Context: an optimization exercise on an open-source flow, tuned for small area. The choices shown serve that exercise and are no tape-out recipe.
RTL that was checked went through simulation tests only; none was proved equivalent to the original.

==> module axis_xgmii_tx, before the edit <==
module axis_xgmii_tx (
    input  logic        clk,
    input  logic        rst,
    input  logic [63:0] tdata_i,
    input  logic [7:0]  tkeep_i,
    input  logic        tvalid_i,
    input  logic        tlast_i,
    input  logic        tuser_i,
    output logic        tready_o,
    output logic [63:0] xgmii_d_o,
    output logic [7:0]  xgmii_c_o
);
    logic [63:0] d1_q;      
    logic [63:0] d2_q;      
    logic [31:0] crc_q;     
    logic [31:0] crc_d;
    logic [7:1]  keep_q;    
    logic        err_q;
    logic        tready_q, start_q, data_q, last_q, tail_q, term_q;
    logic        tready_d, start_d, data_d, last_d, tail_d, term_d;
    logic        hold;
    logic [7:0]  sel;
    tx_frame_ctrl ctrl0 (
        .rst      (rst),
        .tvalid_i (tvalid_i),
        .tlast_i  (tlast_i),
        .err_i    (err_q),
        .keep_i   ({keep_q, 1'b1}),
        .tready_i (tready_q),
        .start_i  (start_q),
        .data_i   (data_q),
        .last_i   (last_q),
        .tail_i   (tail_q),
        .term_i   (term_q),
        .tready_o (tready_d),
        .start_o  (start_d),
        .data_o   (data_d),
        .last_o   (last_d),
        .tail_o   (tail_d),
        .term_o   (term_d),
        .sel_o    (sel),
        .hold_o   (hold)
    );
    crc32_d64 crc0 (
        .inv_i  (crc_q),
        .beat_i (d1_q),
        .sel_i  (sel),
        .hold_i (hold),
        .inv_o  (crc_d)
    );
    xgmii_tail_pack pack0 (
        .start_i (start_q),
        .data_i  (data_q),
        .tail_i  (tail_q),
        .term_i  (term_q),
        .err_i   (err_q),
        .keep_i  ({keep_q, 1'b1}),
        .beat_i  (d2_q),
        .fcs_i   (crc_q),
        .d_o     (xgmii_d_o),
        .c_o     (xgmii_c_o)
    );
    assign tready_o = tready_q;
    always_ff @(posedge clk) begin
        d1_q     <= tdata_i;
        d2_q     <= d1_q;
        crc_q    <= crc_d;
        tready_q <= tready_d;
        start_q  <= start_d;
        data_q   <= data_d;
        last_q   <= last_d;
        tail_q   <= tail_d;
        term_q   <= term_d;
    end
    always_ff @(posedge clk) begin
        if (tready_q) begin
            keep_q <= tkeep_i[7:1];
            err_q  <= tuser_i;
        end
    end
endmodule
Settings: LEC_CHECK=0, CAP_MARGIN=20, CORE_MARGIN=2, CORE_UTILIZATION=55, CTS_BUF_LIST=sky130_fd_sc_hd__clkbuf_8, GPL_TIMING_DRIVEN=1, SETUP_SLACK_MARGIN=0.05, SLEW_MARGIN=20, SYNTH_HIERARCHICAL=1; clock period 9.0 ns.
standard.sh (not shown) runs the stock make flow with config.mk's settings and CLKGATE_MAP_FILE= SYNTH_SCRIPT=/design/flow/synth_recipe.tcl, a recipe that flattens the netlist after the stock synthesis.
==> flow/flow/run.sh <==
#!/bin/bash
# Layout: the standard flow (standard synthesis unchanged), with the input and
# output port buffers made of the smallest plain buffer cell.
set -euo pipefail
export BUFFER_PORTS_ARGS="-buffer_cell sky130_fd_sc_hd__buf_1"
bash standard.sh > standard_flow.log 2>&1
Change:
--- a/flow/design.v
+++ b/flow/design.v
@@ -378,7 +378,9 @@
     logic [63:0] d2_q;      
     logic [31:0] crc_q;     
     logic [31:0] crc_d;
-    logic [7:1]  keep_q;    
+    logic [2:0]  cnt_q;     
+    logic [2:0]  cnt;
+    logic [7:0]  keep;      
     logic        err_q;
     logic        tready_q, start_q, data_q, last_q, tail_q, term_q;
     logic        tready_d, start_d, data_d, last_d, tail_d, term_d;
@@ -389,7 +391,7 @@
         .tvalid_i (tvalid_i),
         .tlast_i  (tlast_i),
         .err_i    (err_q),
-        .keep_i   ({keep_q, 1'b1}),
+        .keep_i   (keep),
         .tready_i (tready_q),
         .start_i  (start_q),
         .data_i   (data_q),
@@ -418,13 +420,20 @@
         .tail_i  (tail_q),
         .term_i  (term_q),
         .err_i   (err_q),
-        .keep_i  ({keep_q, 1'b1}),
+        .keep_i  (keep),
         .beat_i  (d2_q),
         .fcs_i   (crc_q),
         .d_o     (xgmii_d_o),
         .c_o     (xgmii_c_o)
     );
     assign tready_o = tready_q;
+    assign cnt[2] = tkeep_i[4];
+    assign cnt[1] = (tkeep_i[2] & ~tkeep_i[4]) | tkeep_i[6];
+    assign cnt[0] = (tkeep_i[1] & ~tkeep_i[2]) | (tkeep_i[3] & ~tkeep_i[4]) |
+                    (tkeep_i[5] & ~tkeep_i[6]) | tkeep_i[7];
+    always_comb begin
+        for (int j = 0; j < 8; j++) keep[j] = (cnt_q >= 3'(j));
+    end
     always_ff @(posedge clk) begin
         d1_q     <= tdata_i;
         d2_q     <= d1_q;
@@ -438,7 +447,7 @@
     end
     always_ff @(posedge clk) begin
         if (tready_q) begin
-            keep_q <= tkeep_i[7:1];
+            cnt_q  <= cnt;
             err_q  <= tuser_i;
         end
     end
The changed run passed the timing, DRC and antenna checks.
Design area rises slightly.
Worst hold slack degrades by 5.8 ps.
Wire length increases by a little under a tenth.
Flip-flop and latch count shrinks by 4.
Via count grows by a few percent.
Non-clock buffer count rises by 41.
No functional check of the RTL was part of the second run of this note.

========
Setup of the previous run:
The RTL this note starts from:
==> flow/design.v <==
package xgmii_tx_pkg;
    localparam logic [7:0] xgmii_idle   = 8'h07;
    localparam logic [7:0] xgmii_start  = 8'hfb;
    localparam logic [7:0] xgmii_term   = 8'hfd;
    localparam logic [7:0] xgmii_error  = 8'hfe;
    localparam logic [7:0] eth_preamble = 8'h55;
    localparam logic [7:0] eth_sfd      = 8'hd5;
    localparam logic [31:0] crc_poly = 32'hedb8_8320;   
    function automatic logic [31:0] crc32_byte(logic [31:0] crc, logic [7:0] b);
        logic [31:0] c;
        c = crc ^ {24'h0, b};
        for (int i = 0; i < 8; i++) begin
            if (c[0]) begin
                c = (c >> 1) ^ crc_poly;
            end else begin
                c = c >> 1;
            end
        end
        crc32_byte = c;
    endfunction
endpackage
module crc_aoi222 (
    input  logic a1_i, a2_i, b1_i, b2_i, c1_i, c2_i,
    output logic y_o
);
    assign y_o = ~((a1_i & a2_i) | (b1_i & b2_i) | (c1_i & c2_i));
endmodule
module crc_nand3 (
    input  logic a_i, b_i, c_i,
    output logic y_o
);
    assign y_o = ~(a_i & b_i & c_i);
endmodule
module crc32_step (
    input  logic [31:0] c_i,
    input  logic [7:0]  b_i,
    output logic [31:0] c_o
);
    assign c_o = ~xgmii_tx_pkg::crc32_byte(~c_i, b_i);
endmodule
module crc32_step2 (
    input  logic [31:0] c_i,
    input  logic [15:0] b_i,
    output logic [31:0] c1_o,
    output logic [31:0] c2_o
);
    assign c1_o = ~xgmii_tx_pkg::crc32_byte(~c_i, b_i[7:0]);
    assign c2_o = ~xgmii_tx_pkg::crc32_byte(xgmii_tx_pkg::crc32_byte(~c_i, b_i[7:0]), b_i[15:8]);
endmodule
module crc32_d64 (
    input  logic [31:0] inv_i,     
    input  logic [63:0] beat_i,
    input  logic [7:0]  sel_i,     
    input  logic        hold_i,
    output logic [31:0] inv_o
);
    logic [31:0] chain [9];
    logic [31:0] rot   [9];
    logic [31:0] p0, p1, p2;
    assign chain[0] = inv_i;
    for (genvar i = 0; i < 8; i += 2) begin : g_step
        crc32_step2 step (
            .c_i  (chain[i]),
            .b_i  (beat_i[8*i +: 16]),
            .c1_o (chain[i+1]),
            .c2_o (chain[i+2])
        );
    end
    always_comb begin
        rot[0] = '0;
        for (int n = 1; n <= 8; n++) begin
            for (int p = 0; p < 4; p++) begin
                rot[n][8*p +: 8] = chain[n][8*((p - n) & 3) +: 8];
            end
        end
    end
    for (genvar b = 0; b < 32; b++) begin : g_sel
        crc_aoi222 s0 (.a1_i(sel_i[0]), .a2_i(rot[1][b]), .b1_i(sel_i[1]), .b2_i(rot[2][b]),
                       .c1_i(sel_i[2]), .c2_i(rot[3][b]), .y_o(p0[b]));
        crc_aoi222 s1 (.a1_i(sel_i[3]), .a2_i(rot[4][b]), .b1_i(sel_i[4]), .b2_i(rot[5][b]),
                       .c1_i(sel_i[5]), .c2_i(rot[6][b]), .y_o(p1[b]));
        crc_aoi222 s2 (.a1_i(sel_i[6]), .a2_i(rot[7][b]), .b1_i(sel_i[7]), .b2_i(rot[8][b]),
                       .c1_i(hold_i),   .c2_i(inv_i[b]),  .y_o(p2[b]));
        crc_nand3  s3 (.a_i(p0[b]), .b_i(p1[b]), .c_i(p2[b]), .y_o(inv_o[b]));
    end
endmodule
module xgmii_ao221 (
    input  logic a1_i, a2_i, b1_i, b2_i, c1_i,
    output logic y_o
);
    assign y_o = (a1_i & a2_i) | (b1_i & b2_i) | c1_i;
endmodule
module xgmii_tail_pack (
    input  logic        start_i,
    input  logic        data_i,
    input  logic        tail_i,
    input  logic        term_i,
    input  logic        err_i,
    input  logic [7:0]  keep_i,
    input  logic [63:0] beat_i,    
    input  logic [31:0] fcs_i,     
    output logic [63:0] d_o,
    output logic [7:0]  c_o
);
    logic       tail_ok, tail_err;
    logic [7:0] sel_d, sel_r, is_t, is_i;
    logic [7:0] ch [8];
    assign tail_ok  = tail_i & ~err_i;
    assign tail_err = tail_i & err_i;
    always_comb begin
        for (int j = 0; j < 8; j++) begin
            sel_d[j] = data_i | (tail_ok & keep_i[j]) | (tail_err && j >= 1 && j <= 6);
            sel_r[j] = tail_ok & ~keep_i[j] & ((j < 4) ? 1'b1 : keep_i[(j+4)%8]);
            if (j < 4) sel_r[j] = sel_r[j] | (term_i & keep_i[j+4]);
            if (j < 4) begin
                is_t[j] = term_i & keep_i[j+3] & ~keep_i[(j+4)%8];
            end else if (j == 4) begin
                is_t[j] = term_i & keep_i[7];
            end else begin
                is_t[j] = tail_ok & keep_i[j-5] & ~keep_i[j-4];
            end
            if (j == 7) is_t[j] = is_t[j] | tail_err;
            is_i[j] = ~(sel_d[j] | sel_r[j] | is_t[j] | start_i | (tail_err && j == 0));
        end
        for (int j = 0; j < 8; j++) begin
            ch[j] = ({8{is_i[j]}} & xgmii_tx_pkg::xgmii_idle) |
                    ({8{is_t[j]}} & xgmii_tx_pkg::xgmii_term);
        end
        ch[0] = ch[0] | ({8{start_i}} & xgmii_tx_pkg::xgmii_start) |
                        ({8{tail_err}} & xgmii_tx_pkg::xgmii_error);
        for (int j = 1; j < 7; j++) ch[j] = ch[j] | ({8{start_i}} & xgmii_tx_pkg::eth_preamble);
        ch[7] = ch[7] | ({8{start_i}} & xgmii_tx_pkg::eth_sfd);
        for (int j = 0; j < 8; j++) begin
            c_o[j] = ~(sel_d[j] | sel_r[j] | (start_i && j != 0));
        end
    end
    for (genvar j = 0; j < 8; j++) begin : g_lane
        for (genvar b = 0; b < 8; b++) begin : g_bit
            xgmii_ao221 o (.a1_i(sel_d[j]), .a2_i(beat_i[8*j+b]), .b1_i(sel_r[j]),
                           .b2_i(fcs_i[8*(j%4)+b]), .c1_i(ch[j][b]), .y_o(d_o[8*j+b]));
        end
    end
endmodule
module tx_frame_ctrl (
    input  logic       rst,
    input  logic       tvalid_i,
    input  logic       tlast_i,
    input  logic       err_i,
    input  logic [7:0] keep_i,
    input  logic       tready_i,
    input  logic       start_i,     
    input  logic       data_i,      
    input  logic       last_i,      
    input  logic       tail_i,      
    input  logic       term_i,      
    output logic       tready_o,
    output logic       start_o,
    output logic       data_o,
    output logic       last_o,
    output logic       tail_o,
    output logic       term_o,
    output logic [7:0] sel_o,       
    output logic       hold_o       
);
    logic accept;
    logic beat;      
    logic more;      
    assign accept = tvalid_i & tready_i;
    assign beat   = start_i | data_i;
    assign more   = tail_i & ~err_i & keep_i[3];
    assign start_o  = ~rst & accept & ~beat;
    assign data_o   = ~rst & accept & beat;
    assign last_o   = ~rst & accept & tlast_i;
    assign tail_o   = ~rst & last_i;
    assign term_o   = ~rst & more;
    assign tready_o = ~rst & (tready_i ? ~(accept & tlast_i) : ~(last_i | more));
    always_comb begin
        for (int k = 0; k < 7; k++) begin
            sel_o[k] = beat & last_i & keep_i[k] & ~keep_i[k+1];
        end
        sel_o[7] = beat & (~last_i | keep_i[7]);
    end
    assign hold_o = tail_i | term_i;
endmodule
module axis_xgmii_tx (
    input  logic        clk,
    input  logic        rst,
    input  logic [63:0] tdata_i,
    input  logic [7:0]  tkeep_i,
    input  logic        tvalid_i,
    input  logic        tlast_i,
    input  logic        tuser_i,
    output logic        tready_o,
    output logic [63:0] xgmii_d_o,
    output logic [7:0]  xgmii_c_o
);
    logic [63:0] d1_q;      
    logic [63:0] d2_q;      
    logic [31:0] crc_q;     
    logic [31:0] crc_d;
    logic [7:1]  keep_q;    
    logic        err_q;
    logic        tready_q, start_q, data_q, last_q, tail_q, term_q;
    logic        tready_d, start_d, data_d, last_d, tail_d, term_d;
    logic        hold;
    logic [7:0]  sel;
    tx_frame_ctrl ctrl0 (
        .rst      (rst),
        .tvalid_i (tvalid_i),
        .tlast_i  (tlast_i),
        .err_i    (err_q),
        .keep_i   ({keep_q, 1'b1}),
        .tready_i (tready_q),
        .start_i  (start_q),
        .data_i   (data_q),
        .last_i   (last_q),
        .tail_i   (tail_q),
        .term_i   (term_q),
        .tready_o (tready_d),
        .start_o  (start_d),
        .data_o   (data_d),
        .last_o   (last_d),
        .tail_o   (tail_d),
        .term_o   (term_d),
        .sel_o    (sel),
        .hold_o   (hold)
    );
    crc32_d64 crc0 (
        .inv_i  (crc_q),
        .beat_i (d1_q),
        .sel_i  (sel),
        .hold_i (hold),
        .inv_o  (crc_d)
    );
    xgmii_tail_pack pack0 (
        .start_i (start_q),
        .data_i  (data_q),
        .tail_i  (tail_q),
        .term_i  (term_q),
        .err_i   (err_q),
        .keep_i  ({keep_q, 1'b1}),
        .beat_i  (d2_q),
        .fcs_i   (crc_q),
        .d_o     (xgmii_d_o),
        .c_o     (xgmii_c_o)
    );
    assign tready_o = tready_q;
    always_ff @(posedge clk) begin
        d1_q     <= tdata_i;
        d2_q     <= d1_q;
        crc_q    <= crc_d;
        tready_q <= tready_d;
        start_q  <= start_d;
        data_q   <= data_d;
        last_q   <= last_d;
        tail_q   <= tail_d;
        term_q   <= term_d;
    end
    always_ff @(posedge clk) begin
        if (tready_q) begin
            keep_q <= tkeep_i[7:1];
            err_q  <= tuser_i;
        end
    end
endmodule
export LEC_CHECK = 0
export CAP_MARGIN = 20
export CORE_MARGIN = 2
export CORE_UTILIZATION = 40
export GPL_TIMING_DRIVEN = 0
export SETUP_SLACK_MARGIN = 0.2
export SLEW_MARGIN = 20
export SYNTH_HIERARCHICAL = 1
create_clock -name core_clock -period 9.0 [get_ports {clk}]
Scripts as last shown in full above: flow/flow/run.sh
Inputs modified between the previous run and the current run:
--- a/flow/design.v
+++ b/flow/design.v
@@ -39,13 +39,4 @@
     assign c_o = ~xgmii_tx_pkg::crc32_byte(~c_i, b_i);
 endmodule
-module crc32_step2 (
-    input  logic [31:0] c_i,
-    input  logic [15:0] b_i,
-    output logic [31:0] c1_o,
-    output logic [31:0] c2_o
-);
-    assign c1_o = ~xgmii_tx_pkg::crc32_byte(~c_i, b_i[7:0]);
-    assign c2_o = ~xgmii_tx_pkg::crc32_byte(xgmii_tx_pkg::crc32_byte(~c_i, b_i[7:0]), b_i[15:8]);
-endmodule
 module crc32_d64 (
     input  logic [31:0] inv_i,     
@@ -59,10 +50,9 @@
     logic [31:0] p0, p1, p2;
     assign chain[0] = inv_i;
-    for (genvar i = 0; i < 8; i += 2) begin : g_step
-        crc32_step2 step (
-            .c_i  (chain[i]),
-            .b_i  (beat_i[8*i +: 16]),
-            .c1_o (chain[i+1]),
-            .c2_o (chain[i+2])
+    for (genvar i = 0; i < 8; i++) begin : g_step
+        crc32_step step (
+            .c_i (chain[i]),
+            .b_i (beat_i[8*i +: 8]),
+            .c_o (chain[i+1])
         );
     end
Notes after the runs:
The final layout from the current run, which completed every stage, passed the timing, DRC and antenna checks at the end of the flow. Against the previous run, the current run comes in 1.8 points higher on global-route usage. Cmp the current run vs the previous run: weighted congestion at the end of routability-driven global placement higher in the current run. Going from the previous run to the current run, count of buffers added by post-CTS timing repair for setup grew by more than 100%. The current run vs. the previous run: routed length on met3 +about 20%, simple logic cell fraction of the synthesized area moved up, starting utilization of the core area shows a reduction of 0.25 points, worst path setup slack after routing now larger, die width down 5.1%. Synthesized area for the current run is lower than for the previous run. A critical-path cell with the highest stage delay of sky130_fd_sc_hd__xnor3_2 is what the previous run shows, while sky130_fd_sc_hd__xnor2_1 belongs to the current run. Of the current run and the previous run, it is the current run that has the higher via-per-instance ratio.
No functional check of the RTL was part of any run of this note.

==> afterwards: timing with drivers on the ports <==
The results above use ideal ports. As a check the final layouts listed here were re-extracted and re-timed, cells and wires unchanged.
Step 1, drivers: a clkbuf_16 drives clk and a buf_2 each remaining input, both assumed.
Step 2 moves the port delays by t, midway between the first and last clock arrival at a register: inputs arrive t later, outputs are due t later. That takes back most of the time a late clock gives input paths.
Three values: no drivers, after step 1, after step 2; two values: the first two.
| run | t (ns) | setup WS [ns] | worst setup path at the end | worst data-port slew with drivers (ns) | cell pins on the clock port's net |
|---|---|---|---|---|---|
| the first run of note 1 | 0.506 | 0.608 / 0.608 / 0.608 | register to register | 0.04 | 1 |
| the second run of note 1 | 0.512 | 0.262 / 0.262 / 0.262 | register to register | 0.03 | 1 |
| the previous run | 0.500 | 0.265 / 0.265 / 0.265 | register to register | 0.04 | 1 |
| the current run | 0.504 | 0.283 / 0.283 / 0.283 | register to register | 0.04 | 1 |
After both steps setup and hold are still met in every run listed.
